Background: an optimization exercise with open tools, aiming at small area. Do not read the settings as production practice. Function was checked by simulation only, so behaviour that the tests miss may differ from the original. The clock port is modelled as an ideal driver; clocking choices that lean on that would not hold on a real chip. No activity file was given, so power comes from the tool's default toggle rates.

Design bra_his_tab_gen, start of the top module:
module bra_his_tab_gen #(
  parameter int                HIST_W   = bra_his_tab_gen_pkg::BHT_HIST_W,
  parameter int                ENTRIES  = bra_his_tab_gen_pkg::BHT_ENTRIES,
  parameter logic [HIST_W-1:0] INIT_VAL = '0,
  parameter int                IDX_W    = $clog2(ENTRIES)
) (
  input  logic              clk,
  input  logic              reset,
  input  logic              rd_en,
  input  logic [IDX_W-1:0]  rd_addr,
  output logic              rd_vld,
  output logic [HIST_W-1:0] rd_hist,
  input  logic              upd_en,
  input  logic [IDX_W-1:0]  upd_addr,
  input  logic              upd_taken,
  input  logic              rep_en,
  input  logic [IDX_W-1:0]  rep_addr,
  input  logic [HIST_W-1:0] rep_hist,
  input  logic              flush_req,
  output logic              flush_busy
);
For scale: about 2,100 cells after synthesis, roughly 660 flip-flops, about 47 I/O pins, about 0.025 mm² of cells after synthesis.
export LEC_CHECK = 0
export CAP_MARGIN = 10
export CELL_PAD_IN_SITES_GLOBAL_PLACEMENT = 1
export CORE_MARGIN = 2
export CORE_UTILIZATION = 55
export GPL_ROUTABILITY_DRIVEN = 1
export PLACE_DENSITY = 0.65
export SLEW_MARGIN = 10
export SYNTH_HIERARCHICAL = 1
create_clock -name core_clock -period 10.0 [get_ports {clk}]
standard.sh (not shown) runs the stock make flow with config.mk's settings and CLKGATE_MAP_FILE= SYNTH_SCRIPT=/design/flow/synth_recipe.tcl, a recipe that flattens the netlist after the stock synthesis.
==> flow/flow/run.sh <==
#!/bin/bash
# The standard layout (standard.sh), with these changes:
#  - synthesis is the standard one, run first on its own; the later steps
#    may not use any drive strength above 1 (dont_use_after_synth.txt lists
#    them; clock buffers and buf_2/buf_4 stay allowed), so placement repair
#    buffers high-fanout nets instead of upsizing their drivers;
#  - after floorplan, and again before placement's repair_design, every
#    combinational cell is set back to its smallest drive (synthesis and
#    timing-driven global placement upsize cells that drive many loads);
#    repair_design then buffers where needed;
#  - ports are buffered with buf_1;
#  - clock tree: clkbuf_8 buffers, sink clusters of up to 16 and no dummy
#    loads;
#  - after global routing, repair_timing -recover_power sizes down gates on
#    paths with slack (the clock period leaves plenty).
# Each tool's output goes to the ORFS logs under orfs/logs; make's own output
# goes to synth.log and layout.log here.
set -euo pipefail
here=$(pwd)
bash standard.sh synth > $here/synth.log 2>&1
export POST_FLOORPLAN_TCL=$here/flow/downsize.tcl
export PRE_GLOBAL_PLACE_TCL=$here/flow/restrict.tcl
export PRE_RESIZE_TCL=$here/flow/pre_resize.tcl
export PRE_CTS_TCL=$here/flow/restrict.tcl
export PRE_GLOBAL_ROUTE_TCL=$here/flow/restrict.tcl
export BUFFER_PORTS_ARGS="-buffer_cell sky130_fd_sc_hd__buf_1"
export RECOVER_POWER=100
export CTS_ARGS="-sink_clustering_enable -repair_clock_nets -sink_clustering_size 16 -sink_clustering_max_diameter 70 -dont_use_dummy_load -buf_list sky130_fd_sc_hd__clkbuf_8"
bash standard.sh finish > $here/layout.log 2>&1
Other scripts of this flow, unchanged in this note and not shown: flow/flow/dont_use_after_synth.txt, flow/flow/downsize.tcl, flow/flow/pre_resize.tcl, flow/flow/restrict.tcl
Then changed:
--- a/flow/flow/run.sh
+++ b/flow/flow/run.sh
@@ -11,4 +11,3 @@
 #  - ports are buffered with buf_1;
-#  - clock tree: clkbuf_8 buffers, sink clusters of up to 16 and no dummy
-#    loads;
+#  - clock tree: larger sink clusters and no dummy loads;
 #  - after global routing, repair_timing -recover_power sizes down gates on
@@ -27,3 +26,3 @@
 export RECOVER_POWER=100
-export CTS_ARGS="-sink_clustering_enable -repair_clock_nets -sink_clustering_size 16 -sink_clustering_max_diameter 70 -dont_use_dummy_load -buf_list sky130_fd_sc_hd__clkbuf_8"
+export CTS_ARGS="-sink_clustering_enable -repair_clock_nets -sink_clustering_size 24 -sink_clustering_max_diameter 70 -dont_use_dummy_load"
 bash standard.sh finish > $here/layout.log 2>&1
CAP_MARGIN = 20   (was 10)
CORE_UTILIZATION = 35   (was 55)
PLACE_DENSITY = 0.45   (was 0.65)
SLEW_MARGIN = 20   (was 10)
- sequential cell count is unchanged
- register-to-register slack gets worse by 0.16 ns
- via count falls by a few percent
- routed wire length rises by roughly a tenth
- critical path depth stays the same
- cell area rises by a few percent
- clock-buffer cell count falls by 4
- worst setup slack gets worse by 0.081 ns
- die area rises by well over a third
- synthesized area does not change
- first-iteration DRC count falls by about a fifth
Then changed:
--- a/flow/flow/run.sh
+++ b/flow/flow/run.sh
@@ -11,3 +11,4 @@
 #  - ports are buffered with buf_1;
-#  - clock tree: larger sink clusters and no dummy loads;
+#  - clock tree: clkbuf_8 buffers, sink clusters of up to 15 and no dummy
+#    loads;
 #  - after global routing, repair_timing -recover_power sizes down gates on
@@ -26,3 +27,3 @@
 export RECOVER_POWER=100
-export CTS_ARGS="-sink_clustering_enable -repair_clock_nets -sink_clustering_size 24 -sink_clustering_max_diameter 70 -dont_use_dummy_load"
+export CTS_ARGS="-sink_clustering_enable -repair_clock_nets -sink_clustering_size 15 -sink_clustering_max_diameter 60 -dont_use_dummy_load -buf_list sky130_fd_sc_hd__clkbuf_8"
 bash standard.sh finish > $here/layout.log 2>&1
CAP_MARGIN = 10   (was 20)
CORE_UTILIZATION = 50   (was 35)
PLACE_DENSITY = 0.6   (was 0.45)
SLEW_MARGIN = 10   (was 20)
Effect: The changed run completed without violations. Area after synthesis is unchanged. Utilization is higher by 15 points. Clock power shrinks by 21%. Critical path depth stays the same. Worst hold slack improved by 0.0062 ns. Die area fell by 30%. Design area shrinks by 3.5%. Non-clock buffer count decreases by 63. Sequential share of layout area climbs by 1.7 points. Worst setup slack improved by 0.16 ns.

## what the ideal ports hide
Ports are ideal in the flow. The routed layouts listed here were re-timed in OpenROAD. Step 1 sets driving cells, clkbuf_16 on the clock port and buf_2 on the other inputs (assumed; they add their load-dependent delay and slew). Step 2 adds t to the input delays and takes it off the output delays; t is the mean of the earliest and latest rising clock arrival at the registers after step 1. Input paths then give back, and output paths get back, about the clock's delay inside the block. a / b / c = ideal ports / drivers / drivers and shift; a / b = the first two.
| run | t, ns | setup WS [ns] | worst setup path at the end |
|---|---|---|---|
| the first run | 0.735 | 4.051 / 4.069 / 3.334 | input to register |
| the second run | 0.670 | 3.970 / 3.958 / 3.288 | input to register |
| the third run | 0.759 | 4.131 / 4.108 / 3.349 | input to register |
After both steps setup and hold are still met in every run listed. The setup slack of the third run, which loses most, moves by -0.023 ns with the drivers and by -0.782 ns with both steps.
